From an optimization exercise on the open Yosys and OpenROAD flow, aimed at small area, a short achievable clock period and few clock cycles; shortcuts taken in it are not production practice.
Where RTL was checked, it was by simulation tests only, not by an equivalence proof against the original.
Only the layout flow was run in runs 1, 2, 5 and 6; the RTL was not checked for function there.

==> flow/design.v <==
package sad_pkg;
  localparam int PixelWidth = 8;
  localparam int SadWidth   = 17;   
  localparam int SumWidth   = 12;   
  localparam int SAddrWidth = 10;   
  localparam int RAddrWidth = 8;
  typedef logic [PixelWidth-1:0] pixel_t;
  typedef logic [SadWidth-1:0] sad_t;
  typedef logic [SumWidth-1:0] sum_t;
  typedef logic [SAddrWidth-1:0] saddr_t;
  typedef logic [RAddrWidth-1:0] raddr_t;
endpackage
`timescale 1ns/1ns
module sad_scan_decode #(
  parameter int SImgSize = 19,
  parameter int RImgSize = 4,
  parameter int Tail     = 4
) (
  input  logic   clk_i,
  input  logic   rst_ni,
  input  logic   start_i,
  input  logic   finish_i,
  output logic   busy_o,
  output sad_pkg::saddr_t smem_raddr_o,
  output sad_pkg::raddr_t ref_raddr_o,
  output logic   ref_load_o,    
  output logic   accept_o,      
  output logic   cand_vld_o,    
  output logic   cand_last_o    
);
  localparam int PixNum = SImgSize * SImgSize;
  localparam int RefNum = RImgSize * RImgSize;
  localparam int AddrW  = $clog2(PixNum);
  localparam int RefW   = $clog2(RefNum);
  localparam int PosW   = $clog2(SImgSize);
  logic             active;   
  logic             past;     
  logic [AddrW-1:0] addr;
  logic [RefW-1:0]  raddr;
  logic [PosW-1:0]  col;      
  logic [PosW-1:0]  row;
  logic             col_ge;   
  logic             row_ge;   
  logic             col_last;
  logic             row_last;
  logic             accept;
  logic             issue;    
  logic             addr_end;
  assign accept   = start_i && !busy_o;
  assign issue    = accept || active;
  assign col_last = col == PosW'(SImgSize - 1);
  assign row_last = row == PosW'(SImgSize - 1);
  assign addr_end = addr == AddrW'(PixNum - 1 + Tail);
  assign accept_o = accept && rst_ni;
  assign smem_raddr_o = sad_pkg::SAddrWidth'(addr);
  assign ref_raddr_o  = sad_pkg::RAddrWidth'(raddr);
  always_ff @(posedge clk_i) begin
    if (!rst_ni) begin
      busy_o      <= 1'b0;
      active      <= 1'b0;
      past        <= 1'b0;
      addr        <= '0;
      raddr       <= '0;
      col         <= '0;
      row         <= '0;
      col_ge      <= 1'b0;
      row_ge      <= 1'b0;
      ref_load_o  <= 1'b0;
      cand_vld_o  <= 1'b0;
      cand_last_o <= 1'b0;
    end else begin
      if (accept) begin
        busy_o <= 1'b1;
      end else if (finish_i) begin
        busy_o <= 1'b0;
      end
      ref_load_o  <= accept || (raddr != '0);
      cand_vld_o  <= issue && col_ge && row_ge && !past;
      cand_last_o <= issue && col_last && row_last;
      if (accept || (raddr != '0)) begin
        raddr <= raddr + 1'b1;
      end
      if (issue) begin
        if (addr_end) begin
          active <= 1'b0;
          past   <= 1'b0;
          addr   <= '0;
          col    <= '0;
          row    <= '0;
          col_ge <= 1'b0;
          row_ge <= 1'b0;
        end else begin
          active <= 1'b1;
          addr   <= addr + 1'b1;
          if (col_last && row_last) past <= 1'b1;
          if (col_last) begin
            col    <= '0;
            col_ge <= 1'b0;
            row    <= row + 1'b1;
            if (row == PosW'(RImgSize - 2)) row_ge <= 1'b1;
          end else begin
            col <= col + 1'b1;
            if (col == PosW'(RImgSize - 2)) col_ge <= 1'b1;
          end
        end
      end
    end
  end
endmodule
`timescale 1ns/1ns
module sad_pe_array #(
  parameter int SImgSize = 19,
  parameter int RImgSize = 4
) (
  input  logic   clk_i,
  input  logic   accept_i,
  input  logic   ref_load_i,
  input  sad_pkg::pixel_t search_pix_i,
  input  sad_pkg::pixel_t ref_pix_i,
  output sad_pkg::sum_t   sum_o
);
  localparam int RefNum  = RImgSize * RImgSize;
  localparam int LineLen = (RImgSize - 1) * SImgSize;
  localparam int SumW    = sad_pkg::SumWidth;
  localparam int ColW    = 10;   
  localparam sad_pkg::sum_t Offset = SumW'(-RefNum * 510);
  typedef logic [ColW-1:0] col_t;
  sad_pkg::pixel_t nref_q  [RefNum];      
  sad_pkg::sum_t   ref_sum_q;             
  logic            ref_add_q;             
  sad_pkg::pixel_t npix_q;                
  sad_pkg::pixel_t nline_q [LineLen];     
  sad_pkg::pixel_t ncol    [RImgSize];    
  sad_pkg::pixel_t npre    [RImgSize];    
  logic            gt_q    [RImgSize][RImgSize];   
  col_t            min_s   [RImgSize];
  col_t            min_c   [RImgSize];
  col_t            min_s_q [RImgSize];
  col_t            min_c_q [RImgSize];
  col_t            pix_sum;
  col_t            pix_sum_q;
  sad_pkg::sum_t   h_q     [RImgSize-1];
  function automatic sad_pkg::pixel_t nref_px(input int x, input int y);
    nref_px = nref_q[RefNum-1 - (RImgSize*y + x)];
  endfunction
  function automatic logic greater(input sad_pkg::pixel_t a, input sad_pkg::pixel_t nb);
    logic c;
    c = 1'b0;
    for (int i = 0; i < sad_pkg::PixelWidth; i++) c = (a[i] & nb[i]) | ((a[i] | nb[i]) & c);
    greater = c;
  endfunction
  function automatic logic [2*ColW-1:0] csa(input col_t a, input col_t b, input col_t c);
    csa = {((a & b) | (a & c) | (b & c)) << 1, a ^ b ^ c};
  endfunction
  always_ff @(posedge clk_i) begin
    if (ref_load_i) begin
      nref_q[0] <= ~ref_pix_i;
      for (int k = 1; k < RefNum; k++) nref_q[k] <= nref_q[k-1];
    end
  end
  always_ff @(posedge clk_i) begin
    ref_add_q <= ref_load_i;
    if (accept_i) begin
      ref_sum_q <= Offset;
    end else if (ref_add_q) begin
      ref_sum_q <= ref_sum_q + SumW'(~nref_q[0]);
    end
  end
  always_ff @(posedge clk_i) begin
    npix_q     <= ~search_pix_i;
    nline_q[0] <= npix_q;
    for (int k = 1; k < LineLen; k++) nline_q[k] <= nline_q[k-1];
  end
  always_comb begin
    for (int y = 0; y < RImgSize; y++) begin
      if (y == RImgSize - 1) begin
        ncol[y] = npix_q;
        npre[y] = ~search_pix_i;
      end else begin
        ncol[y] = nline_q[(RImgSize - 1 - y) * SImgSize - 1];
        npre[y] = nline_q[(RImgSize - 1 - y) * SImgSize - 2];
      end
    end
  end
  always_ff @(posedge clk_i) begin
    for (int y = 0; y < RImgSize; y++) begin
      for (int x = 0; x < RImgSize; x++) begin
        gt_q[y][x] <= greater(~npre[y], nref_px(x, y));
      end
    end
  end
  always_comb begin
    col_t m [RImgSize];
    col_t s1, c1;
    for (int x = 0; x < RImgSize; x++) begin
      for (int y = 0; y < RImgSize; y++) begin
        m[y] = ColW'(gt_q[y][x] ? nref_px(x, y) : ncol[y]);
      end
      {c1, s1} = csa(m[0], m[1], m[2]);
      {min_c[x], min_s[x]} = csa(s1, c1, m[3]);
    end
  end
  always_comb begin
    pix_sum = '0;
    for (int y = 0; y < RImgSize; y++) pix_sum = pix_sum + ColW'(~ncol[y]);
  end
  always_ff @(posedge clk_i) begin
    for (int x = 0; x < RImgSize; x++) begin
      min_s_q[x] <= min_s[x];
      min_c_q[x] <= min_c[x];
    end
    pix_sum_q <= pix_sum;
  end
  always_ff @(posedge clk_i) begin
    h_q[0] <= ref_sum_q + SumW'(pix_sum_q) + {min_s_q[0], 1'b0} + {min_c_q[0], 1'b0};
    for (int x = 1; x < RImgSize - 1; x++) begin
      h_q[x] <= h_q[x-1] + SumW'(pix_sum_q) + {min_s_q[x], 1'b0} + {min_c_q[x], 1'b0};
    end
  end
  assign sum_o = h_q[RImgSize-2] + SumW'(pix_sum_q) +
                 {min_s_q[RImgSize-1], 1'b0} + {min_c_q[RImgSize-1], 1'b0};
endmodule
`timescale 1ns/1ns
module sad_min_select #(
  parameter int SImgSize = 19,
  parameter int RImgSize = 4,
  parameter int Latency  = 4    
) (
  input  logic   clk_i,
  input  logic   rst_ni,
  input  logic   accept_i,
  input  logic   cand_vld_i,    
  input  logic   cand_last_i,
  input  sad_pkg::sum_t   sum_i,  
  input  sad_pkg::saddr_t raddr_i,  
  output logic   finish_o,
  output sad_pkg::sad_t   min_sad_o,
  output sad_pkg::saddr_t min_addr_o
);
  localparam int Offset = (RImgSize - 1) * (SImgSize + 1);   
  localparam int CandW  = 9;
  logic [Latency-2:0] vld_q;
  logic [Latency-2:0] last_q;
  sad_pkg::sum_t      best_sad;
  logic [CandW-1:0]   best_addr;
  assign min_sad_o  = sad_pkg::SadWidth'(best_sad);
  assign min_addr_o = sad_pkg::SAddrWidth'(best_addr);
  always_ff @(posedge clk_i) begin
    if (!rst_ni) begin
      vld_q    <= '0;
      last_q   <= '0;
      finish_o <= 1'b0;
    end else begin
      vld_q    <= {vld_q[Latency-3:0], cand_vld_i};
      last_q   <= {last_q[Latency-3:0], cand_last_i};
      finish_o <= last_q[Latency-2];
    end
  end
  always_ff @(posedge clk_i) begin
    if (accept_i) begin
      best_sad  <= '1;   
    end else if (vld_q[Latency-2] && (sum_i < best_sad)) begin
      best_sad  <= sum_i;
      best_addr <= CandW'(raddr_i - sad_pkg::SAddrWidth'(Latency + Offset));
    end
  end
endmodule
`timescale 1ns/1ns
module motion_search_top #(
  parameter int SImgSize = 19,
  parameter int RImgSize = 4,
  parameter int PeNum    = 16
) (
  input  logic   clk_i,
  input  logic   rst_ni,
  input  logic   start_i,
  input  sad_pkg::pixel_t smem_rdata_i,
  input  sad_pkg::pixel_t ref_rdata_i,
  output sad_pkg::saddr_t smem_raddr_o,
  output sad_pkg::raddr_t ref_raddr_o,
  output logic   busy_o,
  output logic   finish_o,
  output sad_pkg::sad_t   min_sad_o,
  output sad_pkg::saddr_t min_addr_o
);
  logic          ref_load;
  logic          accept;
  logic          cand_vld;
  logic          cand_last;
  sad_pkg::sum_t sum;
  sad_scan_decode #(
    .SImgSize(SImgSize),
    .RImgSize(RImgSize),
    .Tail    (3)
  ) i_decode (
    .clk_i       (clk_i),
    .rst_ni      (rst_ni),
    .start_i     (start_i),
    .finish_i    (finish_o),
    .busy_o      (busy_o),
    .smem_raddr_o(smem_raddr_o),
    .ref_raddr_o (ref_raddr_o),
    .ref_load_o  (ref_load),
    .accept_o    (accept),
    .cand_vld_o  (cand_vld),
    .cand_last_o (cand_last)
  );
  sad_pe_array #(
    .SImgSize(SImgSize),
    .RImgSize(RImgSize)
  ) i_execute (
    .clk_i       (clk_i),
    .accept_i    (accept),
    .ref_load_i  (ref_load),
    .search_pix_i(smem_rdata_i),
    .ref_pix_i   (ref_rdata_i),
    .sum_o       (sum)
  );
  sad_min_select #(
    .SImgSize(SImgSize),
    .RImgSize(RImgSize),
    .Latency (3)
  ) i_result (
    .clk_i      (clk_i),
    .rst_ni     (rst_ni),
    .accept_i   (accept),
    .cand_vld_i (cand_vld),
    .cand_last_i(cand_last),
    .sum_i      (sum),
    .raddr_i    (smem_raddr_o),
    .finish_o   (finish_o),
    .min_sad_o  (min_sad_o),
    .min_addr_o (min_addr_o)
  );
endmodule
==> flow/flow/run.sh <==
#!/bin/bash
set -euo pipefail
MARGIN=$(cat flow/margin.txt)
echo "export SETUP_SLACK_MARGIN = $MARGIN" >> config.mk
bash standard.sh > standard.log 2>&1
==> flow/flow/margin.txt <==
7.0
==> flow/standard.sh <==
#!/bin/bash
# synth_recipe.tcl (not shown) runs the flow's synth.tcl, then flattens the netlist and writes it again
# the make line also repeats each setting of config.mk as NAME=value (left out here)
make -C /OpenROAD-flow-scripts/flow DESIGN_CONFIG=/design/flow/config.mk WORK_HOME=/design/flow/orfs CLKGATE_MAP_FILE= SYNTH_SCRIPT=/design/flow/synth_recipe.tcl "${@:-finish}"
==> flow/config.mk <==
export PLATFORM = sky130hd
export DESIGN_NAME = motion_search_top
export DESIGN_NICKNAME = motion_search_top
export VERILOG_FILES = /design/flow/design.v
export SDC_FILE = /design/flow/constraint.sdc
export NUM_CORES = 4
export LEC_CHECK = 0
export ABC_AREA = 1
export CAP_MARGIN = 20
export CORE_MARGIN = 2
export CORE_UTILIZATION = 70
export CTS_CLUSTER_DIAMETER = 60
export CTS_CLUSTER_SIZE = 30
export SLEW_MARGIN = 20
export SETUP_SLACK_MARGIN = 7.0
==> flow/constraint.sdc <==
create_clock -name core_clock -period 10.0 [get_ports {clk_i}]
set_input_delay 2.0000 -clock core_clock [delete_from_list [all_inputs] [get_ports {clk_i}]]
set_output_delay 2.0000 -clock core_clock [all_outputs]
set_load 0.01 [all_outputs]
==> summary.txt, run 1 <==
Placed design
  • Port buffer count: 54
  • DP HPWL: 46900 µm
  • Placement Cell Area: 0.0291 mm²
  • Final Wtd Congestion: 1.00

Logic synthesis
  • Synth cell types: 49
  • Syn. warnings: 14
  • Synth Area in Adders: 14.6%
  • Post-synth top area cell: dfxtp_1
  • EDFF count, synth: 137
  • Fraction of registers with async set/reset: 0%
  • Multiplexer share of the synthesized area: 0.645%
  • Most numerous cell in the Yosys netlist: dfxtp_1
  • Synth Area in Compound Gates: 6.43%
  • Syn Inst Count: 2457
  • Top post-synthesis cells by area: dfxtp_1 (47%), edfxtp_1 (15%), fa_1 (11%)
  • Synthesized cell area: 0.0279 mm²
  • Syn Area/Cell: 11.4 µm²
  • Synth Register Bits: 792
  • Synth Area in XOR/XNOR: 1.69%
  • Main combinational cell family by area after synthesis: adder cells
  • Share of the synthesized area in the top cell type: 47.0%
  • Simple-gate share of the synthesized area: 9.12%
  • Top FF cell, synth: dfxtp_1
  • Post-synth top cells: dfxtp_1 (655), nand2_1 (430), inv_1 (377)
  • Post-synthesis sequential area ratio: 61.7%

Floorplanning
  • Die Area: 0.0415 mm²
  • Die Span Y: 204 µm
  • Row count: 73
  • Boundary pin count: 66
  • Initial core utilization: 70.6%
  • Die W: 204 µm
  • Core ar.: 0.0395 mm²

Clock tree
  • CTS tree: done
  • Clock buffer depth: 3
  • Inserted Clock Buffers: 43
  • Worst-Skew Late Latency: 0.62 ns
  • Clk slew on worst S/H paths: 0.10 ns
  • Number of H-tree levels: 2
  • Clock Sinks: 792
  • Root Buffer Master: clkbuf_16

STA
  • Final worst path period need: 3.72 ns
  • Highest Clock Rate: 0.269 GHz
  • Setup Skew: 0.0334 ns
  • Relative slew slack: 35.8%
  • Setup Viol. Count Final: 0
  • Final hold vios: 0
  • Slew @ Worst Pin: 0.962 ns
  • Slew Viols, Final: 0
  • RSZ-0062 raised after global routing: true
  • Post-route setup TNS: 0 ns
  • Period utilisation layout: 37.2%

Finish
  • Layout fillers: 2244
  • Multi-input logic area: 0.00955 mm²
  • P&R area growth vs syn: 12.8%
  • Flip-flop and latch area: 0.0173 mm²
  • Antenna diodes: 0
  • Final instance area: 0.0315 mm²
  • Post-layout util: 79.6%
  • Share of cells above drive strength 1: 11.2%
  • Fin nets: 2840

Drt
  • DRT Pass-1 Iters: 8
  • Routed Antenna Nets: 0
  • Via count: 17.7k
  • Wire per inst: 21.1 µm
  • DRC Markers: 0
  • Final WL: 66200 µm
  • DRT iter0 DRCs: 1829
  • DR vias/cell: 5.62

Setup path
  • CP endpoint: i_result.best_addr[3]$_DFFE_PP_
  • Crit Path Max Fanout: 9
  • CP startpoint: i_execute.h_q[2][8]$_DFF_P_
  • R2R Path End: i_result.best_addr[3]$_DFFE_PP_
  • Worst reg-to-reg path cell count: 19
  • CP Cell Sequence: inv_1 > fa_1 > fa_1 > inv_2 > ha_4 > nand2_1 > nor2_2 > nand3_2 > nand3_2 > nand2_1 > nand2_2 > inv_4 > ha_4 > a21oi_4 > o21ai_4 > a21oi_4 > nand3_4 > nor2_4 > buf_12
  • Reg2Reg Launch Point: i_execute.h_q[2][8]$_DFF_P_
  • CP peak stage delay: 0.51 ns
  • Worst Path Required: 10.32 ns
  • CP arrival: 4.03 ns
  • Element type at the critical path start: register
  • CP endpoint kind: register
  • Setup CP Type: reg2reg
  • CP max-delay cell: fa_1
  • R2r setup slk: 6.28 ns

Min path
  • Hold Path Class: reg2reg

Flow run
  • Max-cap viol count: 0

Global routing
  • GRT Total Usage: 31.7%
  • Initial antenna violation count: 3
  • Global-route wire length before repair: 98200 µm
  • Vias in the first global route: 17.3k
  • GRT overflow: 0
  • Largest net degree at the start of global routing: 69

Run status
  • Status: complete, no violations
layer usage:
layer / wire, µm / track usage [%] / vias up
li1: - / - / 8040
met2: 31700 / 52.0 / 849
met4: 2360 / 10.2 / 0
met3: 5430 / 6.30 / 183
met5: 0 / 0 / -
met1: 26700 / 42.9 / 8588
state kept, by name, indices dropped and copies added, names as in the netlist, 2 cells and up:
signal,cells
i_decode.addr,9
i_result.best_sad,12
i_result.last_q,2
i_execute.nref_q,128
i_decode.raddr,4
i_execute.pix_sum_q,10
i_execute.h_q,36
i_decode.row,5
i_decode.col,5
i_execute.npix_q,8
i_execute.gt_q,16
i_execute.min_c_q,32
i_execute.nline_q,456
i_result.best_addr,9
i_execute.ref_sum_q,12
i_result.vld_q,2
i_execute.min_s_q,36
cells in the final DEF (no fill, tap or decap), types with 51 or more instances in the layout:
master	count
inv_1	367
nand3_1	67
edfxtp_1	137
buf_4	51
ha_1	71
nand2_1	413
a21oi_1	73
o21ai_0	155
nor2_1	60
fa_1	143
dfxtp_1	621
cell families after synthesis:
group	after synthesis
xor gates and xnor gates	54
muxes	18
buffers and inverters	417
DFF	792
AOI/OAI and AO/OA	324
and+or+nand+nor	615
other	1
adders and majority gates	236
metrics by stage:
stage               hold slack, ns  setup slack [ns]  instances
finish                       0.322              6.28       3142
floorplan                    0.310              6.32       2467
CTS                          0.315              6.26       3120
global placement             0.309              5.98       3011
detailed placement           0.312              5.87       3011
global route                 0.322              6.15       3142
how the worst min path moves through the flow:
stage / slack [ns] / from / to / cells after the start
final: 0.32 / i_execute.nline_q[29][0]$_DFF_P_ / i_execute.nline_q[30][0]$_DFF_P_ / 0
after global routing: 0.32 / i_execute.nline_q[29][0]$_DFF_P_ / i_execute.nline_q[30][0]$_DFF_P_ / 0
after CTS: 0.31 / i_execute.nline_q[29][0]$_DFF_P_ / i_execute.nline_q[30][0]$_DFF_P_ / 0
after detailed placement: 0.31 / i_execute.nline_q[0][1]$_DFF_P_ / i_execute.nline_q[1][1]$_DFF_P_ / 0
after global placement: 0.31 / i_execute.nline_q[23][6]$_DFF_P_ / i_execute.nline_q[24][6]$_DFF_P_ / 0
after floorplan: 0.31 / i_execute.nline_q[9][0]$_DFF_P_ / i_execute.nline_q[10][0]$_DFF_P_ / 0
worst max-delay path, delay by kind of cell, from the launching register on:
kind	cells	cell delay [ns]
compound gates	3	0.40
fa+ha+maj	4	1.52
buf+inv	4	0.29
flops	1	0.33
simple gates	8	0.89
final cells by class:
cell class,count,area share (%)
clock buffers,53,3.70
clock inverters,24,1.34
inverters,381,4.60
multi-input cells,1258,30.3
flip-flops and latches,792,54.9
well taps,525,2.09
repair buffers,108,3.03
repair inverters,1,0.0199
timing repair:
action | 4_1_cts | 5_1_grt
resized for setup | 224 | 66
cloned | 0 | 1
hold endpoints to repair | 0 | 0
pin swaps | 3 | 11
setup buffers | 32 | 21
endpoints found under the setup margin | 96 | 89
hold buffers | 0 | 0
==> run 2: changes to the inputs <==
--- a/flow/design.v
+++ b/flow/design.v
@@ -206,19 +206,19 @@
   end
   always_ff @(posedge clk_i) begin
     for (int x = 0; x < RImgSize; x++) begin
-      min_s_q[x] <= min_s[x];
-      min_c_q[x] <= min_c[x];
+      min_s_q[x] <= ~min_s[x];   
+      min_c_q[x] <= ~min_c[x];
     end
     pix_sum_q <= pix_sum;
   end
   always_ff @(posedge clk_i) begin
-    h_q[0] <= ref_sum_q + SumW'(pix_sum_q) + {min_s_q[0], 1'b0} + {min_c_q[0], 1'b0};
+    h_q[0] <= ref_sum_q + SumW'(pix_sum_q) + {~min_s_q[0], 1'b0} + {~min_c_q[0], 1'b0};
     for (int x = 1; x < RImgSize - 1; x++) begin
-      h_q[x] <= h_q[x-1] + SumW'(pix_sum_q) + {min_s_q[x], 1'b0} + {min_c_q[x], 1'b0};
+      h_q[x] <= h_q[x-1] + SumW'(pix_sum_q) + {~min_s_q[x], 1'b0} + {~min_c_q[x], 1'b0};
     end
+    sum_o <= h_q[RImgSize-2] + SumW'(pix_sum_q) +
+             {~min_s_q[RImgSize-1], 1'b0} + {~min_c_q[RImgSize-1], 1'b0};
   end
-  assign sum_o = h_q[RImgSize-2] + SumW'(pix_sum_q) +
-                 {min_s_q[RImgSize-1], 1'b0} + {min_c_q[RImgSize-1], 1'b0};
 endmodule
 `timescale 1ns/1ns
 module sad_min_select #(
@@ -291,7 +291,7 @@
   sad_scan_decode #(
     .SImgSize(SImgSize),
     .RImgSize(RImgSize),
-    .Tail    (3)
+    .Tail    (4)
   ) i_decode (
     .clk_i       (clk_i),
     .rst_ni      (rst_ni),
@@ -319,7 +319,7 @@
   sad_min_select #(
     .SImgSize(SImgSize),
     .RImgSize(RImgSize),
-    .Latency (3)
+    .Latency (4)
   ) i_result (
     .clk_i      (clk_i),
     .rst_ni     (rst_ni),
==> run 2 against run 1 <==
Effect of this change: die area increased by 1.6%; worst setup slack improved by 0.60 ns; count of clock-buffer cells in the layout decreased by 1; highest routed layer unchanged; sequential share of layout area increased by 1.3 points; still clean; maximum frequency increased by 19%.
==> summary.txt, run 2 <==
Run status
  • Status: complete, no violations

Min path
  • Hold Path Class: reg2reg

Logic synthesis
  • Post-synth top area cell: dfxtp_1
  • Synth Register Bits: 806 (+1.8%)
  • EDFF count, synth: 137 (unchanged)
  • Syn Inst Count: 2502 (+1.8%)
  • Synth cell types: 54 (+10%)
  • Top post-synthesis cells by area: dfxtp_1 (47%), edfxtp_1 (14%), fa_1 (11%)
  • Post-synth top cells: dfxtp_1 (669), nand2_1 (407), inv_1 (405)
  • Top FF cell, synth: dfxtp_1
  • Most numerous cell in the Yosys netlist: dfxtp_1
  • Syn. warnings: 14 (unchanged)
  • Post-synthesis sequential area ratio: 61.7% (about the same)
  • Synthesized cell area: 0.0284 mm² (+1.6%)
  • Syn Area/Cell: 11.3 µm² (-0.21%)
  • Fraction of registers with async set/reset: 0% (unchanged)
  • Share of the synthesized area in the top cell type: 47.2% (+0.24 points)

Floorplanning
  • Row count: 73 (unchanged)
  • Core ar.: 0.0399 mm² (+0.92%)
  • Boundary pin count: 66 (unchanged)
  • Die Span Y: 205 µm (+0.79%)
  • Initial core utilization: 71.1% (+0.49 points)
  • Die Area: 0.0422 mm² (+1.6%)
  • Die W: 205 µm (+0.79%)

Clock tree
  • Root Buffer Master: clkbuf_16
  • Worst-Skew Late Latency: 0.62 ns (about the same)
  • CTS tree: done
  • Clock Sinks: 806 (+1.8%)
  • Clock buffer depth: 3 (unchanged)
  • Clk slew on worst S/H paths: 0.10 ns (about the same)
  • Inserted Clock Buffers: 43 (unchanged)
  • Number of H-tree levels: 2 (unchanged)

Finish
  • P&R area growth vs syn: 10.2%
  • Biggest register: i_execute.nline_q
  • Most frequent cells in the layout: dfxtp_1 (637), nand2_1 (407), inv_1 (397)
  • Layout fillers: 2347 (+4.6%)
  • Antenna diodes: 0 (unchanged)
  • Biggest regs: i_execute.nline_q x456, i_execute.nref_q x128
  • Post-layout util: 78.3% (-1.3 points)
  • Fin nets: 2876 (+1.3%)
  • Share of cells above drive strength 1: 8.96% (-2.2 points)
  • Max FFs per register: 456 (unchanged)
  • Commonest non-fill, non-tap cell in the layout: dfxtp_1
  • Fin cells: 3171 (+0.92%)

Drt
  • DRC Markers: 0 (unchanged)
  • Met3 WL: 5260 µm (-3.2%)
  • DRT iter0 DRCs: 1888 (+3.2%)
  • Met1 WL: 26700 µm (about the same)
  • Via count: 17.5k (-0.67%)
  • Final WL: 64600 µm (-2.5%)
  • DR vias/cell: 5.53 (-1.6%)
  • Wire per inst: 20.4 µm (-3.4%)
  • DRT Pass-1 Iters: 9 (+1)
  • Uppermost layer routed: met4
  • Routed Antenna Nets: 0 (unchanged)
  • DR WL met2: 30700 µm (-3.4%)

Flow run
  • Max-cap viol count: 0 (unchanged)

Placed design
  • Placed Cells incl. Taps: 3056 (+1.5%)
  • Port buffer count: 54 (unchanged)
  • Final Wtd Congestion: 1.01 (+0.28%)
  • DP HPWL: 46200 µm (-1.4%)

Setup path
  • CP arrival: 1.11 ns (-2.92 ns)
  • CP Cell Sequence: buf_2
  • Bufs and invs on worst path: 1 (-3)
  • Worst Path Required: 8.00 ns (-2.32 ns)
  • Crit Path Max Fanout: 1 (-8)
  • CP endpoint kind: output port
  • Crit path max-delay family: flip-flops
  • Element type at the critical path start: register
  • CP peak stage delay: 0.38 ns (-0.13 ns)
  • Setup CP Type: reg2out
  • CP max-delay cell: edfxtp_1

STA
  • RSZ-0062 raised after global routing: true
  • Post-route setup TNS: 0 ns (unchanged)
  • Slew @ Worst Pin: 0.939 ns (-0.0231 ns)
  • Hold WS: 0.307 ns (-0.0154 ns)
  • Final worst path period need: 3.11 ns (-0.602 ns)
  • Final hold vios: 0 (unchanged)
  • Relative slew slack: 37.4% (+1.5 points)
  • Period utilisation layout: 31.1% (-6.0 points)
  • Slew Viols, Final: 0 (unchanged)
  • Setup Viol. Count Final: 0 (unchanged)
  • Setup Skew: 0.0470 ns (+0.0137 ns)
  • Highest Clock Rate: 0.321 GHz (+19%)

Global routing
  • GRT Total Usage: 31.2% (-0.55 points)
  • GRT overflow: 0 (unchanged)
  • Initial antenna violation count: 1 (-2)
  • Global-route wire length before repair: 98100 µm (-0.15%)
  • Vias in the first global route: 17.4k (+0.65%)
  • Largest net degree at the start of global routing: 65 (-5.8%)
## run 2: logic make-up (layout without fill, tap and decap cells)
kind of cell / count (synthesis) / in the layout / share of synthesized area, %
DFF: 806 / 806 / 61.7
and+or+nand+nor: 619 / 619 / 9.31
buffers and inverters: 454 / 588 / 6.26
AOI/OAI and AO/OA: 328 / 328 / 6.53
adders and majority gates: 240 / 240 / 14.5
xor gates and xnor gates: 53 / 53 / 1.64
other: 1 / 11 / 0.0132
muxes: 1 / 1 / 0.0353
## run 2: metrics by stage
step	worst slack, ns	cell area [µm²]
finish	6.89	31300
global route	6.86	31300
CTS	6.86	31200
detailed placement	5.58	29400
global placement	5.67	29400
floorplan	7.06	28400
## run 2: worst paths after layout
path / start / end / slack, ns / cells past startpoint
max reg2reg: i_execute.nline_q[56][1]$_DFF_P_ / i_execute.pix_sum_q[7]$_DFF_P_ / 7.08 / 11
min: i_execute.nline_q[53][1]$_DFF_P_ / i_execute.nline_q[54][1]$_DFF_P_ / 0.31 / 0
min reg2reg: i_execute.nline_q[53][1]$_DFF_P_ / i_execute.nline_q[54][1]$_DFF_P_ / 0.31 / 0
max: i_result.best_addr[0]$_DFFE_PP_ / min_addr_o[0] / 6.89 / 1
## run 2: final cells by class
| class | instances | area [µm²] | share of cell area [%] |
|---|---|---|---|
| Clock buffer | 52 | 1120 | 3.58 |
| Clock inverter | 22 | 307 | 0.980 |
| Inverter | 417 | 1570 | 5.03 |
| Multi-Input combinational cell | 1252 | 9170 | 29.3 |
| Sequential cell | 806 | 17600 | 56.2 |
| Tap cell | 525 | 657 | 2.10 |
| Timing Repair Buffer | 96 | 865 | 2.76 |
| Timing Repair inverter | 1 | 7.51 | 0.0240 |
## run 2: repair_timing
| item | 4_1_cts | 5_1_grt |
|---|---|---|
| cloned | 1 | 0 |
| pin swaps | 2 | 4 |
| setup buffers | 33 | 7 |
| hold buffers | 0 | 0 |
| endpoints found under the setup margin | 74 | 82 |
| resized for setup | 216 | 24 |
## run 2: routing by layer
metal	track usage, %	vias to the layer above
met1	42.3	8466
met2	51.2	816
met5	0	-
li1	-	8114
met4	9.79	0
met3	6.03	146
==> run 3: changes to the inputs <==
--- a/flow/design.v
+++ b/flow/design.v
@@ -269,7 +269,7 @@
 module motion_search_top #(
   parameter int SImgSize = 19,
   parameter int RImgSize = 4,
-  parameter int PeNum    = 16
+  parameter int PeNum    = 8    
 ) (
   input  logic   clk_i,
   input  logic   rst_ni,
--- a/flow/config.mk
+++ b/flow/config.mk
@@ -11,5 +11,6 @@
 export CORE_UTILIZATION = 70
 export CTS_CLUSTER_DIAMETER = 60
 export CTS_CLUSTER_SIZE = 30
+export GPL_TIMING_DRIVEN = 0
 export SLEW_MARGIN = 20
 export SETUP_SLACK_MARGIN = 7.0
==> run 3 against run 2 <==
Effect of this change: count of clock-buffer cells in the layout is 1 higher; critical path depth stayed put; largest cell class unchanged; synthesized cell count stayed put; worst hold slack worse by 0.0042 ns; sequential cell count stayed put; first-iteration DRC count is 2.2% higher; maximum frequency is 1.6% lower; register-to-register slack better by 0.05 ns.
==> summary.txt, run 3 <==
Clock tree
  • Clk slew on worst S/H paths: 0.11 ns (about the same)
  • Root Buffer Master: clkbuf_16
  • Worst-Skew Late Latency: 0.62 ns (about the same)
  • Clock Sinks: 806 (unchanged)
  • Clock buffer depth: 3 (unchanged)
  • CTS tree: done
  • Number of H-tree levels: 2 (unchanged)
  • Inserted Clock Buffers: 43 (unchanged)

Setup path
  • CP endpoint kind: output port
  • Worst reg-to-reg path cell count: 11 (unchanged)
  • CP peak stage delay: 0.40 ns (+0.02 ns)
  • Element type at the critical path start: register
  • CP max-delay cell: edfxtp_1
  • Worst Path Required: 8.00 ns (about the same)
  • Crit Path Max Fanout: 1 (unchanged)
  • WP depth: 1 (unchanged)
  • CP Cell Sequence: buf_2
  • Bufs and invs on worst path: 1 (unchanged)
  • Setup CP Type: reg2out
  • Crit path max-delay family: flip-flops
  • CP arrival: 1.16 ns (+0.05 ns)

Global routing
  • GRT overflow: 0 (unchanged)
  • Global-route wire length before repair: 95500 µm (-2.6%)
  • Largest net degree at the start of global routing: 56 (-14%)
  • Initial antenna violation count: 0 (-1)
  • GRT Total Usage: 30.7% (-0.44 points)
  • Vias in the first global route: 17.2k (-1.4%)

Logic synthesis
  • EDFF count, synth: 137 (unchanged)
  • Syn Inst Count: 2502 (unchanged)
  • Post-synth top cells: dfxtp_1 (669), nand2_1 (407), inv_1 (405)
  • Top FF cell, synth: dfxtp_1
  • Top post-synthesis cells by area: dfxtp_1 (47%), edfxtp_1 (14%), fa_1 (11%)
  • Synth cell types: 54 (unchanged)
  • Post-synth top area cell: dfxtp_1
  • Syn Area/Cell: 11.3 µm² (unchanged)
  • Post-synthesis sequential area ratio: 61.7% (unchanged)
  • Share of the synthesized area in the top cell type: 47.2% (unchanged)
  • Synth Register Bits: 806 (unchanged)
  • Syn. warnings: 14 (unchanged)
  • Synthesized cell area: 0.0284 mm² (unchanged)
  • Most numerous cell in the Yosys netlist: dfxtp_1
  • Fraction of registers with async set/reset: 0% (unchanged)

STA
  • Setup Viol. Count Final: 0 (unchanged)
  • Slew Viols, Final: 0 (unchanged)
  • Post-route setup TNS: 0 ns (unchanged)
  • Period utilisation layout: 31.6% (+0.50 points)
  • RSZ-0062 raised after global routing: true
  • Final worst path period need: 3.16 ns (+0.0501 ns)
  • Relative slew slack: 38.6% (+1.3 points)
  • Highest Clock Rate: 0.316 GHz (-1.6%)
  • Final hold vios: 0 (unchanged)
  • Slew @ Worst Pin: 0.911 ns (-0.0286 ns)
  • Setup Skew: 0.0270 ns (-0.0201 ns)

Finish
  • Antenna diodes: 0 (unchanged)
  • Layout fillers: 2306 (-1.7%)
  • Max FFs per register: 456 (unchanged)
  • Fin cells: 3212 (+1.3%)
  • Biggest regs: i_execute.nline_q x456, i_execute.nref_q x128
  • Post-layout util: 79.2% (+0.81 points)
  • Fin nets: 2914 (+1.3%)
  • Commonest non-fill, non-tap cell in the layout: dfxtp_1
  • Most frequent cells in the layout: dfxtp_1 (638), nand2_1 (407), inv_1 (400)
  • P&R area growth vs syn: 11.3%
  • Biggest register: i_execute.nline_q
  • Share of cells above drive strength 1: 9.42% (+0.46 points)

Floorplanning
  • Boundary pin count: 66 (unchanged)
  • Initial core utilization: 71.1% (unchanged)
  • Die Area: 0.0422 mm² (unchanged)
  • Die Span Y: 205 µm (unchanged)
  • Row count: 73 (unchanged)
  • Core ar.: 0.0399 mm² (unchanged)
  • Die W: 205 µm (unchanged)

Drt
  • Routed Antenna Nets: 0 (unchanged)
  • Wire per inst: 19.9 µm (-2.3%)
  • Final WL: 63900 µm (-1.0%)
  • DRT Pass-1 Iters: 6 (-3)
  • DRT iter0 DRCs: 1930 (+2.2%)
  • DR vias/cell: 5.48 (-1.0%)
  • DRC Markers: 0 (unchanged)
  • Via count: 17.6k (+0.25%)

Min path
  • Hold Path Class: reg2reg
  • Number of cells on the worst hold path: 0 (unchanged)

Flow run
  • Max-cap viol count: 0 (unchanged)

Placed design
  • Placed Cells incl. Taps: 3092 (+1.2%)
  • Port buffer count: 53 (-1.9%)
  • Final Wtd Congestion: 1.03 (+2.0%)
  • DP HPWL: 46400 µm (+0.34%)

Run status
  • Status: complete, no violations
-- run 3: timing repair --
action,in CTS,in global routing
buffers inserted,26,16
pin swaps,2,7
hold endpoints to repair,0,0
resized for setup,209,18
hold buffers,0,0
gates cloned,0,1
endpoints found under the setup margin,59,50
-- run 3: cells by family (layout without fill, tap and decap cells) --
group	Yosys count	count (layout)	share of synthesized area, %
DFF	806	806	61.7
and+or+nand+nor	619	619	9.31
buffers and inverters	454	629	6.26
AOI/OAI and AO/OA	328	328	6.53
adders and majority gates	240	240	14.5
xor gates and xnor gates	53	53	1.64
other	1	11	0.0132
muxes	1	1	0.0353
-- run 3: worst paths after layout --
path | start | to | slack [ns]
max reg2reg | i_execute.h_q[0][2]$_DFF_P_ | i_execute.h_q[1][8]$_DFF_P_ | 7.13
min | i_execute.nline_q[12][1]$_DFF_P_ | i_execute.nline_q[13][1]$_DFF_P_ | 0.30
min reg2reg | i_execute.nline_q[12][1]$_DFF_P_ | i_execute.nline_q[13][1]$_DFF_P_ | 0.30
max | i_result.best_addr[0]$_DFFE_PP_ | min_addr_o[0] | 6.84
-- run 3: layer usage --
layer | part of all wire, % | wire (µm) | vias up | track usage, %
li1 | - | - | 8207 | -
met5 | 0 | 0 | - | 0
met3 | 8.4 | 5400 | 144 | 6.18
met2 | 48 | 30700 | 772 | 51.0
met1 | 40 | 25900 | 8463 | 41.1
met4 | 3.0 | 1940 | 0 | 9.61
-- run 3: final cells by class --
cell class / count / area, µm² / share of cell area, %
clock buffers: 53 / 1140 / 3.62
inverters: 417 / 1570 / 4.97
repair buffers: 98 / 915 / 2.90
multi-input cells: 1252 / 9170 / 29.0
plain buffers: 37 / 210 / 0.665
clock inverters: 24 / 357 / 1.13
flip-flops and latches: 806 / 17600 / 55.6
well taps: 525 / 657 / 2.08
-- run 3: per-stage QoR --
stage	area (µm²)	hold slack [ns]	setup WS [ns]
floorplan	28400	0.310	7.06
global placement	29600	0.310	6.31
detailed placement	29700	0.312	6.27
CTS	31400	0.303	6.83
global route	31600	0.311	6.83
finish	31600	0.302	6.84
Testbench counts of run 3, summed over its fixed seeds: cycles 23,416.
==> run 4: changes to the inputs <==
--- a/flow/config.mk
+++ b/flow/config.mk
@@ -11,6 +11,5 @@
 export CORE_UTILIZATION = 70
 export CTS_CLUSTER_DIAMETER = 60
 export CTS_CLUSTER_SIZE = 30
-export GPL_TIMING_DRIVEN = 0
 export SLEW_MARGIN = 20
 export SETUP_SLACK_MARGIN = 7.0
==> run 4 against run 3 <==
Effect of this change: cell area decreased by 1.0%; cell count decreased by 1.3%; routed wire length increased by 1.0%; highest routed layer unchanged; still clean; register-to-register slack got worse by 0.05 ns; area after synthesis unchanged; first-iteration DRC count decreased by 2.2%.
==> summary.txt, run 4 <==
Run status
  • Status: complete, no violations

Placed design
  • DP HPWL: 46200 µm (-0.34%)
  • Final Wtd Congestion: 1.01 (-1.9%)
  • Port buffer count: 54 (+1.9%)
  • Pre-CTS setup slack: 5.58 ns (-0.687 ns)

Setup path
  • Element type at the critical path start: register
  • Crit Path Max Fanout: 1 (unchanged)
  • CP arrival: 1.11 ns (-0.05 ns)
  • CP max-delay cell: edfxtp_1
  • Worst Path Required: 8.00 ns (about the same)
  • CP endpoint kind: output port
  • Bufs and invs on worst path: 1 (unchanged)
  • R2r setup slk: 7.08 ns (-0.05 ns)
  • R2R Path End: i_execute.pix_sum_q[7]$_DFF_P_
  • CP Cell Sequence: buf_2
  • Setup CP Type: reg2out
  • Reg2Reg Launch Point: i_execute.nline_q[56][1]$_DFF_P_
  • CP peak stage delay: 0.38 ns (-0.02 ns)
  • Worst reg-to-reg path cell count: 11 (unchanged)
  • Crit path max-delay family: flip-flops

Logic synthesis
  • Syn Area/Cell: 11.3 µm² (unchanged)
  • EDFF count, synth: 137 (unchanged)
  • Syn Inst Count: 2502 (unchanged)
  • Top post-synthesis cells by area: dfxtp_1 (47%), edfxtp_1 (14%), fa_1 (11%)
  • Most numerous cell in the Yosys netlist: dfxtp_1
  • Synthesized cell area: 0.0284 mm² (unchanged)
  • Post-synth top area cell: dfxtp_1
  • Post-synth top cells: dfxtp_1 (669), nand2_1 (407), inv_1 (405)
  • Share of the synthesized area in the top cell type: 47.2% (unchanged)
  • Syn. warnings: 14 (unchanged)
  • Fraction of registers with async set/reset: 0% (unchanged)
  • Synth cell types: 54 (unchanged)
  • Synth Register Bits: 806 (unchanged)
  • Top FF cell, synth: dfxtp_1
  • Post-synthesis sequential area ratio: 61.7% (unchanged)

Min path
  • Hold EP: i_execute.nline_q[54][1]$_DFF_P_
  • HP Start: i_execute.nline_q[53][1]$_DFF_P_
  • Hold Path Class: reg2reg
  • Number of cells on the worst hold path: 0 (unchanged)

Floorplanning
  • Row count: 73 (unchanged)
  • Initial core utilization: 71.1% (unchanged)
  • Core ar.: 0.0399 mm² (unchanged)
  • Die Area: 0.0422 mm² (unchanged)
  • Die Span Y: 205 µm (unchanged)
  • Boundary pin count: 66 (unchanged)
  • Die W: 205 µm (unchanged)

Clock tree
  • CTS tree: done
  • # hold bufs at CTS: 0 (unchanged)
  • Clock Sinks: 806 (unchanged)
  • Clk slew on worst S/H paths: 0.10 ns (about the same)
  • Root Buffer Master: clkbuf_16
  • Number of H-tree levels: 2 (unchanged)
  • Worst-Skew Late Latency: 0.62 ns (about the same)
  • Clock buffer depth: 3 (unchanged)
  • Inserted Clock Buffers: 43 (unchanged)

Flow run
  • Max-cap viol count: 0 (unchanged)

STA
  • Setup ws final: 6.89 ns (+0.0501 ns)
  • Setup Skew: 0.0470 ns (+0.0201 ns)
  • Slew @ Worst Pin: 0.939 ns (+0.0286 ns)
  • Final worst path period need: 3.11 ns (-0.0501 ns)
  • Post-route setup TNS: 0 ns (unchanged)
  • Hold WS: 0.307 ns (+0.00422 ns)
  • Relative slew slack: 37.4% (-1.3 points)
  • Slew Viols, Final: 0 (unchanged)
  • RSZ-0062 raised after global routing: true
  • Highest Clock Rate: 0.321 GHz (+1.6%)
  • Period utilisation layout: 31.1% (-0.50 points)
  • Setup Viol. Count Final: 0 (unchanged)
  • Final hold vios: 0 (unchanged)

Finish
  • Commonest non-fill, non-tap cell in the layout: dfxtp_1
  • P&R area growth vs syn: 10.2%
  • Multi-input logic area: 0.00917 mm² (unchanged)
  • Biggest regs: i_execute.nline_q x456, i_execute.nref_q x128
  • Flip-flop and latch area: 0.0176 mm² (about the same)
  • Fin nets: 2876 (-1.3%)
  • Most frequent cells in the layout: dfxtp_1 (637), nand2_1 (407), inv_1 (397)
  • Layout fillers: 2347 (+1.8%)
  • Max FFs per register: 456 (unchanged)
  • Share of cells above drive strength 1: 8.96% (-0.46 points)
  • Biggest register: i_execute.nline_q
  • Antenna diodes: 0 (unchanged)

Global routing
  • Initial antenna violation count: 1 (+1)
  • Vias in the first global route: 17.4k (+1.4%)
  • GRT overflow: 0 (unchanged)
  • Largest net degree at the start of global routing: 65 (+16%)
  • Global-route wire length before repair: 98100 µm (+2.7%)
  • GRT Total Usage: 31.2% (+0.44 points)

Drt
  • Routed Antenna Nets: 0 (unchanged)
  • Via count: 17.5k (-0.25%)
  • DRT iter0 DRCs: 1888 (-2.2%)
  • Final WL: 64600 µm (+1.0%)
  • DRC Markers: 0 (unchanged)
  • DRT Pass-1 Iters: 9 (+3)
  • Wire per inst: 20.4 µm (+2.3%)
  • DR vias/cell: 5.53 (+1.0%)
## run 4: metal layers
metal	GRT usage (%)	wire [µm]	vias up
met3	6.03	5260	146
met4	9.79	1970	0
met2	51.2	30700	816
li1	-	-	8114
met5	0	0	-
met1	42.3	26700	8466
## run 4: cell families after synthesis
kind of cell    Yosys count  synth area share [%]
buf+inv                 454                  6.26
mux                       1                0.0353
compound gates          328                  6.53
other cells               1                0.0132
xor+xnor                 53                  1.64
fa+ha+maj               240                  14.5
flops                   806                  61.7
simple gates            619                  9.31
## run 4: worst reg2reg max path: cells and delay by family, from the launching register on
kind                       cells  cell delay [ns]
buffers and inverters          1             0.22
DFF                            1             0.31
and+or+nand+nor                4             0.39
xor gates and xnor gates       1             0.12
adders and majority gates      4             1.62
AOI/OAI and AO/OA              1             0.16
## run 4: area by class of cell
class,instances,area share [%]
sequential,806,56.2
multi-input combinational,1252,29.3
inverter,417,5.03
timing repair inverter,1,0.0240
timing repair buffer,96,2.76
tap,525,2.10
clock inverter,22,0.980
clock buffer,52,3.58
## run 4: stage by stage
step / util (%) / instances / area [µm²]
2_1_floorplan: - / 2512 / 28400
4_1_cts: 78.1 / 3164 / 31200
3_3_place_gp: 73.7 / 3056 / 29400
5_1_grt: 78.3 / 3171 / 31300
6_report: 78.3 / 3171 / 31300
3_5_place_dp: 73.7 / 3056 / 29400
## run 4: timing repair
item                       4_1_cts  5_1_grt
buffers inserted                33        7
pin swaps                        2        4
setup endpoints to repair       74       82
resized for setup              216       24
gates cloned                     1        0
## run 4: worst max path at each step
stage	startpoint	to	slack, ns	cells past startpoint
after floorplan	rst_ni	i_execute.ref_sum_q[5]$_SDFFE_PP1P_	7.06	7
after global placement	rst_ni	i_execute.ref_sum_q[6]$_SDFFE_PP0P_	5.67	7
after detailed placement	rst_ni	i_execute.ref_sum_q[5]$_SDFFE_PP1P_	5.58	6
after CTS	i_result.best_addr[0]$_DFFE_PP_	min_addr_o[0]	6.86	1
after global routing	i_result.best_addr[0]$_DFFE_PP_	min_addr_o[0]	6.86	1
final	i_result.best_addr[0]$_DFFE_PP_	min_addr_o[0]	6.89	1
==> run 5: changes to the inputs <==
--- a/flow/design.v
+++ b/flow/design.v
@@ -141,7 +141,7 @@
   col_t            pix_sum_q;
   sad_pkg::sum_t   h_q     [RImgSize-1];
   function automatic sad_pkg::pixel_t nref_px(input int x, input int y);
-    nref_px = nref_q[RefNum-1 - (RImgSize*y + x)];
+    nref_px = ~nref_q[RefNum-1 - (RImgSize*y + x)];
   endfunction
   function automatic logic greater(input sad_pkg::pixel_t a, input sad_pkg::pixel_t nb);
     logic c;
@@ -154,7 +154,7 @@
   endfunction
   always_ff @(posedge clk_i) begin
     if (ref_load_i) begin
-      nref_q[0] <= ~ref_pix_i;
+      nref_q[0] <= ref_pix_i;   
       for (int k = 1; k < RefNum; k++) nref_q[k] <= nref_q[k-1];
     end
   end
@@ -163,7 +163,7 @@
     if (accept_i) begin
       ref_sum_q <= Offset;
     end else if (ref_add_q) begin
-      ref_sum_q <= ref_sum_q + SumW'(~nref_q[0]);
+      ref_sum_q <= ref_sum_q + SumW'(nref_q[0]);
     end
   end
   always_ff @(posedge clk_i) begin
@@ -269,7 +269,7 @@
 module motion_search_top #(
   parameter int SImgSize = 19,
   parameter int RImgSize = 4,
-  parameter int PeNum    = 8    
+  parameter int PeNum    = 16
 ) (
   input  logic   clk_i,
   input  logic   rst_ni,
==> run 5 against run 4 <==
Effect of this change: highest routed layer unchanged; still clean on timing, DRC and antenna; largest cell class unchanged; global-route usage shrank 0.50 points; routed wire length shrank 2.6%.
==> summary.txt, run 5 <==
STA
  • RSZ-0062 raised after global routing: true
  • Slew @ Worst Pin: 1.14 ns (+0.197 ns)
  • Relative slew slack: 24.3% (-13 points)
  • Setup Viol. Count Final: 0 (unchanged)
  • Final hold vios: 0 (unchanged)
  • Setup ws final: 6.86 ns (-0.0245 ns)
  • Period utilisation layout: 31.4% (+0.24 points)
  • Highest Clock Rate: 0.319 GHz (-0.78%)
  • Post-route setup TNS: 0 ns (unchanged)
  • Setup Skew: 0.0480 ns (+0.00101 ns)
  • Slew Viols, Final: 0 (unchanged)
  • Final worst path period need: 3.14 ns (+0.0245 ns)

Logic synthesis
  • Post-synth top cells: dfxtp_1 (669), nand2_1 (403), inv_1 (318)
  • Synth Register Bits: 806 (unchanged)
  • Synth Area in Compound Gates: 6.11% (-0.42 points)
  • Multiplexer share of the synthesized area: 0% (-0.035 points)
  • Syn. warnings: 14 (unchanged)
  • Syn Inst Count: 2446 (-2.2%)
  • Top post-synthesis cells by area: dfxtp_1 (48%), edfxtp_1 (15%), fa_1 (11%)
  • Share of the synthesized area in the top cell type: 47.6% (+0.37 points)
  • Post-synthesis sequential area ratio: 62.2% (+0.48 points)
  • Top FF cell, synth: dfxtp_1
  • Synth Area in Adders: 14.6% (+0.11 points)
  • Synth cell types: 56 (+3.7%)
  • Synthesized cell area: 0.0282 mm² (-0.77%)
  • Post-synth top area cell: dfxtp_1
  • Main combinational cell family by area after synthesis: adder cells
  • Fraction of registers with async set/reset: 0% (unchanged)
  • EDFF count, synth: 137 (unchanged)
  • Simple-gate share of the synthesized area: 10.0% (+0.71 points)
  • Synth Area in XOR/XNOR: 1.71% (+0.075 points)
  • Most numerous cell in the Yosys netlist: dfxtp_1
  • Syn Area/Cell: 11.5 µm² (+1.5%)

Floorplanning
  • Core ar.: 0.0397 mm² (-0.46%)
  • Die W: 205 µm (-0.38%)
  • Initial core utilization: 70.9% (-0.22 points)
  • Die Area: 0.0418 mm² (-0.75%)
  • Boundary pin count: 66 (unchanged)
  • Die Span Y: 205 µm (-0.38%)
  • Row count: 73 (unchanged)

Finish
  • Biggest register: i_execute.nline_q
  • Share of cells above drive strength 1: 9.58% (+0.62 points)
  • Max FFs per register: 456 (unchanged)
  • Fin nets: 2809 (-2.3%)
  • Biggest regs: i_execute.nline_q x456, i_execute.nref_q x128
  • P&R area growth vs syn: 10.4%
  • Final instance area: 0.0311 mm² (-0.63%)
  • Commonest non-fill, non-tap cell in the layout: dfxtp_1
  • Most frequent cells in the layout: dfxtp_1 (637), nand2_1 (402), inv_1 (312)

Setup path
  • CP startpoint: i_result.best_addr[3]$_DFFE_PP_
  • R2R Path End: i_execute.pix_sum_q[7]$_DFF_P_
  • CP endpoint kind: output port
  • Bufs and invs on worst path: 1 (unchanged)
  • WP depth: 1 (unchanged)
  • CP peak stage delay: 0.41 ns (+0.03 ns)
  • Crit Path Max Fanout: 1 (unchanged)
  • CP max-delay cell: edfxtp_1
  • Worst reg-to-reg path cell count: 13 (+2)
  • Setup CP Type: reg2out
  • Element type at the critical path start: register
  • R2r setup slk: 7.00 ns (-0.08 ns)
  • CP Cell Sequence: buf_2
  • Reg2Reg Launch Point: i_execute.nline_q[18][1]$_DFF_P_
  • Worst Path Required: 8.00 ns (about the same)
  • Crit path max-delay family: flip-flops
  • CP arrival: 1.14 ns (+0.03 ns)
  • CP endpoint: min_addr_o[3]

Global routing
  • GRT overflow: 0 (unchanged)
  • Initial antenna violation count: 1 (unchanged)
  • Largest net degree at the start of global routing: 75 (+15%)
  • Vias in the first global route: 17.1k (-1.5%)
  • GRT Total Usage: 30.7% (-0.50 points)
  • Global-route wire length before repair: 95500 µm (-2.6%)

Clock tree
  • Clk slew on worst S/H paths: 0.11 ns (about the same)
  • Clock Sinks: 806 (unchanged)
  • Worst-Skew Late Latency: 0.61 ns (about the same)
  • Number of H-tree levels: 2 (unchanged)
  • Root Buffer Master: clkbuf_16
  • CTS tree: done
  • Clock buffer depth: 3 (unchanged)
  • # hold bufs at CTS: 0 (unchanged)
  • Inserted Clock Buffers: 42 (-2.3%)

Drt
  • DRC Markers: 0 (unchanged)
  • DRT iter0 DRCs: 1712 (-9.3%)
  • DRT Pass-1 Iters: 6 (-3)
  • Via count: 17.2k (-2.2%)
  • Final WL: 62900 µm (-2.6%)
  • Wire per inst: 20.3 µm (-0.54%)
  • Routed Antenna Nets: 0 (unchanged)
  • DR vias/cell: 5.53 (about the same)

Placed design
  • Placement Cell Area: 0.0291 mm² (-0.97%)
  • Final Wtd Congestion: 0.941 (-6.6%)
  • Pre-CTS setup slack: 5.40 ns (-0.176 ns)
  • Port buffer count: 54 (unchanged)
  • DP HPWL: 44400 µm (-4.0%)

Flow run
  • Max-cap viol count: 0 (unchanged)

Min path
  • Hold Path Class: reg2reg

Run status
  • Status: complete, no violations
-- run 5: cell count changes in the layout (fill, tap and decap cells not counted), sizes merged, moves of 4 or more --
| cell | delta |
|---|---|
| a21oi | +4 |
| a22oi | -5 |
| inv | -87 |
| nand2 | -6 |
| nand3 | +17 |
| nor2 | +10 |
| o21ai | +4 |
| o21bai | -7 |
| o22a | +10 |
| o22ai | -13 |
| or2 | +16 |
-- run 5: final cells by class --
class | count | area (µm²)
Inverter | 329 | 1250
Tap cell | 525 | 657
Multi-Input combinational cell | 1272 | 9260
Sequential cell | 806 | 17600
Clock buffer | 50 | 1090
Clock inverter | 22 | 335
Fill cell | 2410 | 8660
Antenna cell | 1 | 2.50
Timing Repair Buffer | 98 | 895
Timing Repair inverter | 1 | 7.51
-- run 5: cells by family after synthesis --
family	after synthesis
DFF	806
other	1
AOI/OAI and AO/OA	310
buffers and inverters	378
and+or+nand+nor	656
adders and majority gates	240
xor gates and xnor gates	55
-- run 5: what timing repair did --
item                       in CTS  in global routing
setup endpoints to repair      85                 64
gates cloned                    1                  0
pin swaps                       2                  6
gates resized for setup       219                 32
buffers inserted               32                 11
-- run 5: worst min path at each step --
stage / slack [ns] / endpoint / cells after the start / from
after global placement: 0.31 / i_execute.nline_q[49][7]$_DFF_P_ / 0 / i_execute.nline_q[48][7]$_DFF_P_
after floorplan: 0.31 / i_execute.nline_q[10][0]$_DFF_P_ / 0 / i_execute.nline_q[9][0]$_DFF_P_
after detailed placement: 0.31 / i_execute.nline_q[54][6]$_DFF_P_ / 0 / i_execute.nline_q[53][6]$_DFF_P_
final: 0.32 / i_execute.nline_q[10][5]$_DFF_P_ / 0 / i_execute.nline_q[9][5]$_DFF_P_
after global routing: 0.33 / i_execute.nline_q[10][5]$_DFF_P_ / 0 / i_execute.nline_q[9][5]$_DFF_P_
after CTS: 0.33 / i_execute.nline_q[10][5]$_DFF_P_ / 0 / i_execute.nline_q[9][5]$_DFF_P_
-- run 5: per-layer routing --
| metal | GRT usage (%) | share of wire, % | vias to the layer above |
|---|---|---|---|
| met4 | 10.4 | 3.2 | 0 |
| met1 | 40.0 | 39 | 8262 |
| met3 | 5.60 | 8.5 | 131 |
| met5 | 0 | 0 | - |
| met2 | 52.0 | 49 | 787 |
| li1 | - | - | 7981 |
-- run 5: through the flow --
| step | util (%) | hold WS [ns] | std cells |
|---|---|---|---|
| final | 78.2 | 0.325 | 3104 |
| after global routing | 78.2 | 0.328 | 3103 |
| after CTS | 77.7 | 0.327 | 3092 |
| after detailed placement | 73.4 | 0.312 | 2987 |
| after global placement | 73.4 | 0.310 | 2987 |
| after floorplan | - | 0.310 | 2456 |
==> run 6: changes to the inputs <==
--- a/flow/design.v
+++ b/flow/design.v
@@ -38,18 +38,17 @@
   logic [AddrW-1:0] addr;
   logic [RefW-1:0]  raddr;
   logic [PosW-1:0]  col;      
-  logic [PosW-1:0]  row;
   logic             col_ge;   
   logic             row_ge;   
   logic             col_last;
-  logic             row_last;
+  logic             pix_last;   
   logic             accept;
   logic             issue;    
   logic             addr_end;
   assign accept   = start_i && !busy_o;
   assign issue    = accept || active;
   assign col_last = col == PosW'(SImgSize - 1);
-  assign row_last = row == PosW'(SImgSize - 1);
+  assign pix_last = addr == AddrW'(PixNum - 1);
   assign addr_end = addr == AddrW'(PixNum - 1 + Tail);
   assign accept_o = accept && rst_ni;
   assign smem_raddr_o = sad_pkg::SAddrWidth'(addr);
@@ -62,7 +61,6 @@
       addr        <= '0;
       raddr       <= '0;
       col         <= '0;
-      row         <= '0;
       col_ge      <= 1'b0;
       row_ge      <= 1'b0;
       ref_load_o  <= 1'b0;
@@ -76,7 +74,7 @@
       end
       ref_load_o  <= accept || (raddr != '0);
       cand_vld_o  <= issue && col_ge && row_ge && !past;
-      cand_last_o <= issue && col_last && row_last;
+      cand_last_o <= issue && pix_last;
       if (accept || (raddr != '0)) begin
         raddr <= raddr + 1'b1;
       end
@@ -86,18 +84,16 @@
           past   <= 1'b0;
           addr   <= '0;
           col    <= '0;
-          row    <= '0;
           col_ge <= 1'b0;
           row_ge <= 1'b0;
         end else begin
           active <= 1'b1;
           addr   <= addr + 1'b1;
-          if (col_last && row_last) past <= 1'b1;
+          if (pix_last) past <= 1'b1;
+          if (addr == AddrW'((RImgSize - 1) * SImgSize - 1)) row_ge <= 1'b1;
           if (col_last) begin
             col    <= '0;
             col_ge <= 1'b0;
-            row    <= row + 1'b1;
-            if (row == PosW'(RImgSize - 2)) row_ge <= 1'b1;
           end else begin
             col <= col + 1'b1;
             if (col == PosW'(RImgSize - 2)) col_ge <= 1'b1;
@@ -141,7 +137,7 @@
   col_t            pix_sum_q;
   sad_pkg::sum_t   h_q     [RImgSize-1];
   function automatic sad_pkg::pixel_t nref_px(input int x, input int y);
-    nref_px = ~nref_q[RefNum-1 - (RImgSize*y + x)];
+    nref_px = nref_q[RefNum-1 - (RImgSize*y + x)];
   endfunction
   function automatic logic greater(input sad_pkg::pixel_t a, input sad_pkg::pixel_t nb);
     logic c;
@@ -154,7 +150,7 @@
   endfunction
   always_ff @(posedge clk_i) begin
     if (ref_load_i) begin
-      nref_q[0] <= ref_pix_i;   
+      nref_q[0] <= ~ref_pix_i;
       for (int k = 1; k < RefNum; k++) nref_q[k] <= nref_q[k-1];
     end
   end
@@ -163,7 +159,7 @@
     if (accept_i) begin
       ref_sum_q <= Offset;
     end else if (ref_add_q) begin
-      ref_sum_q <= ref_sum_q + SumW'(nref_q[0]);
+      ref_sum_q <= ref_sum_q + SumW'(~nref_q[0]);
     end
   end
   always_ff @(posedge clk_i) begin
@@ -269,7 +265,7 @@
 module motion_search_top #(
   parameter int SImgSize = 19,
   parameter int RImgSize = 4,
-  parameter int PeNum    = 16
+  parameter int PeNum    = 8    
 ) (
   input  logic   clk_i,
   input  logic   rst_ni,
==> run 6 against run 5 <==
Effect of this change: still clean on timing, DRC and antenna; via count rose by 0.60%; maximum frequency fell by 1.1%; count of clock-buffer cells in the layout did not move; routed wire length rose by 0.69%; critical path depth did not move; critical endpoint is now min_addr_o[8]; largest cell class unchanged.
==> summary.txt, run 6 <==
Finish
  • Multi-input logic area: 0.00910 mm² (-1.8%)
  • Antenna diodes: 0 (-1)
  • Max FFs per register: 456 (unchanged)
  • Most frequent cells in the layout: dfxtp_1 (634), nand2_1 (401), inv_1 (382)
  • Commonest non-fill, non-tap cell in the layout: dfxtp_1
  • Share of cells above drive strength 1: 8.92% (-0.66 points)
  • Biggest regs: i_execute.nline_q x456, i_execute.nref_q x128
  • Post-layout util: 78.1% (-0.088 points)
  • Fin nets: 2838 (+1.0%)
  • P&R area growth vs syn: 10.4% (about the same)
  • Flip-flop and latch area: 0.0175 mm² (-0.58%)

STA
  • Highest Clock Rate: 0.315 GHz (-1.1%)
  • Period utilisation layout: 31.7% (+0.34 points)
  • Setup Viol. Count Final: 0 (unchanged)
  • Slew @ Worst Pin: 0.953 ns (-0.183 ns)
  • Post-route setup TNS: 0 ns (unchanged)
  • Final worst path period need: 3.17 ns (+0.0339 ns)
  • Setup Skew: 0.0348 ns (-0.0132 ns)
  • Final hold vios: 0 (unchanged)
  • Relative slew slack: 35.8% (+12 points)

Logic synthesis
  • Most numerous cell in the Yosys netlist: dfxtp_1
  • Synth cell types: 49 (-13%)
  • Synth Register Bits: 801 (-0.62%)
  • Top FF cell, synth: dfxtp_1
  • Post-synth top area cell: dfxtp_1
  • Post-synth top cells: dfxtp_1 (664), nand2_1 (402), inv_1 (385)
  • Share of the synthesized area in the top cell type: 47.3% (-0.29 points)
  • Post-synthesis sequential area ratio: 61.9% (-0.27 points)
  • Syn Inst Count: 2474 (+1.1%)
  • EDFF count, synth: 137 (unchanged)
  • Synthesized cell area: 0.0281 mm² (-0.13%)
  • Syn. warnings: 14 (unchanged)
  • Fraction of registers with async set/reset: 0% (unchanged)

Global routing
  • Vias in the first global route: 17.3k (+0.89%)
  • GRT overflow: 0 (unchanged)
  • Global-route wire length before repair: 95500 µm (about the same)

Placed design
  • Final Wtd Congestion: 0.956 (+1.6%)
  • Port buffer count: 54 (unchanged)
  • DP HPWL: 45000 µm (+1.4%)

Setup path
  • Element type at the critical path start: register
  • CP endpoint kind: output port
  • Crit path max-delay family: flip-flops
  • Crit Path Max Fanout: 1 (unchanged)
  • CP max-delay cell: edfxtp_1
  • CP peak stage delay: 0.39 ns (-0.02 ns)
  • Bufs and invs on worst path: 1 (unchanged)
  • Reg2Reg Launch Point: i_execute.pix_sum_q[2]$_DFF_P_

Clock tree
  • Clock Sinks: 801 (-0.62%)
  • Clock buffer depth: 3 (unchanged)
  • Inserted Clock Buffers: 42 (unchanged)
  • Number of H-tree levels: 2 (unchanged)
  • Clk slew on worst S/H paths: 0.10 ns (about the same)
  • # hold bufs at CTS: 0 (unchanged)
  • Root Buffer Master: clkbuf_16

Run status
  • Status: complete, no violations

Floorplanning
  • Die Span Y: 204 µm (about the same)
  • Boundary pin count: 66 (unchanged)
  • Die Area: 0.0418 mm² (-0.13%)
  • Initial core utilization: 70.8% (-0.094 points)
  • Core ar.: 0.0397 mm² (unchanged)

Drt
  • DR vias/cell: 5.51 (-0.43%)
  • DRT Pass-1 Iters: 6 (unchanged)
  • Wire per inst: 20.2 µm (-0.33%)
  • Routed Antenna Nets: 0 (unchanged)
  • DRC Markers: 0 (unchanged)
  • Final WL: 63300 µm (+0.69%)
  • Via count: 17.3k (+0.60%)

Flow run
  • Max-cap viol count: 0 (unchanged)

Min path
  • HP Start: i_execute.nline_q[1][4]$_DFF_P_
  • Hold Path Class: reg2reg
## run 6: changes by cell type after synthesis, moves of 7 or more
| cell | previous run | this run |
|---|---|---|
| a22oi_1 | 1 | 8 |
| clkbuf_1 | 24 | 17 |
| inv_1 | 318 | 385 |
| inv_2 | 4 | 13 |
| nand3_1 | 80 | 66 |
| nor2_1 | 100 | 93 |
| o21ai_0 | 155 | 143 |
| o22a_1 | 10 | 0 |
| o22ai_1 | 22 | 31 |
| or2_2 | 21 | 8 |
## run 6: area by class of cell
| class | count | area share (%) |
|---|---|---|
| flip-flops and latches | 801 | 56.3 |
| multi-input cells | 1245 | 29.3 |
| inverters | 402 | 4.87 |
| clock buffers | 50 | 3.55 |
| repair buffers | 88 | 2.53 |
| well taps | 525 | 2.12 |
| clock inverters | 25 | 1.34 |
## run 6: metrics by stage
stage / setup WS, ns / area [µm²] / std cells / hold WS (ns)
3_5_place_dp: 5.86 / 29200 / 3028 / 0.312
4_1_cts: 6.81 / 30900 / 3129 / 0.322
6_report: 6.83 / 31000 / 3136 / 0.318
2_1_floorplan: 7.02 / 28200 / 2484 / 0.310
5_1_grt: 6.79 / 31000 / 3136 / 0.329
3_3_place_gp: 5.94 / 29200 / 3028 / 0.310
## run 6: timing repair
item | in CTS | in global routing
cloned | 0 | 0
gates resized for setup | 212 | 19
pin swaps | 0 | 3
buffers inserted | 26 | 7
endpoints found under the hold margin | 0 | 0
endpoints found under the setup margin | 71 | 56
## run 6: final timing paths
path	end	slack, ns	depth (start not counted)
min reg2reg	i_execute.nline_q[2][4]$_DFF_P_	0.32	0
max	min_addr_o[8]	6.83	1
max reg2reg	i_execute.h_q[0][8]$_DFF_P_	7.14	11
min	i_execute.nline_q[2][4]$_DFF_P_	0.32	0
## run 6: per-layer routing
layer,part of all wire (%),vias to the layer above,global-route usage [%],wire (µm)
li1,-,8012,-,-
met1,39,8282,39.8,24500
met2,49,797,52.0,31300
met3,8.2,173,6.07,5170
met4,3.8,0,11.1,2430
met5,0,-,0,0
## run 6: cells by family after synthesis
family	count (synthesis)	synth area share, %
simple gates	623	9.21
other cells	1	0.0133
buf+inv	438	6.09
flops	801	61.9
compound gates	321	6.58
xor+xnor	51	1.59
fa+ha+maj	239	14.6

## re-timing with driven ports
Ports are ideal in the flow. The routed layouts listed here were re-timed in OpenROAD.
Step 1 sets driving cells, clkbuf_16 on the clock port and buf_2 on the other inputs (assumed; they add their load-dependent delay and slew).
Step 2 times the ports against the registers' clock, not the clock port: input delays grow and output delays shrink by t, the midpoint of the rising clock arrivals with the driver on.
Three values: ideal ports, drivers, drivers and shift; two values: the first two.
run | t (ns) | slack for setup (ns) | hold slack, ns | clock arrival spread, ns | slew at the worst register clock pin (ns)
run 1 | 0.658 | 6.285 / 6.285 / 6.285 | 0.322 / 0.322 / 0.322 | 0.038 / 0.038 | 0.11 / 0.11
run 2 | 0.652 | 6.887 / 6.830 / 6.435 | 0.307 / 0.307 / 0.307 | 0.050 / 0.050 | 0.11 / 0.11
run 3 | 0.655 | 6.837 / 6.784 / 6.418 | 0.302 / 0.302 / 0.302 | 0.029 / 0.029 | 0.11 / 0.11
run 4 | 0.652 | 6.887 / 6.830 / 6.435 | 0.307 / 0.307 / 0.307 | 0.050 / 0.050 | 0.11 / 0.11
run 5 | 0.645 | 6.863 / 6.808 / 6.417 | 0.325 / 0.325 / 0.325 | 0.048 / 0.048 | 0.11 / 0.11
run 6 | 0.667 | 6.829 / 6.769 / 6.360 | 0.318 / 0.318 / 0.318 | 0.035 / 0.035 | 0.11 / 0.11
After both steps every run listed still meets setup and hold. For run 6, which loses most, drivers alone change the setup slack by -0.060 ns; drivers and shift together by -0.469 ns.
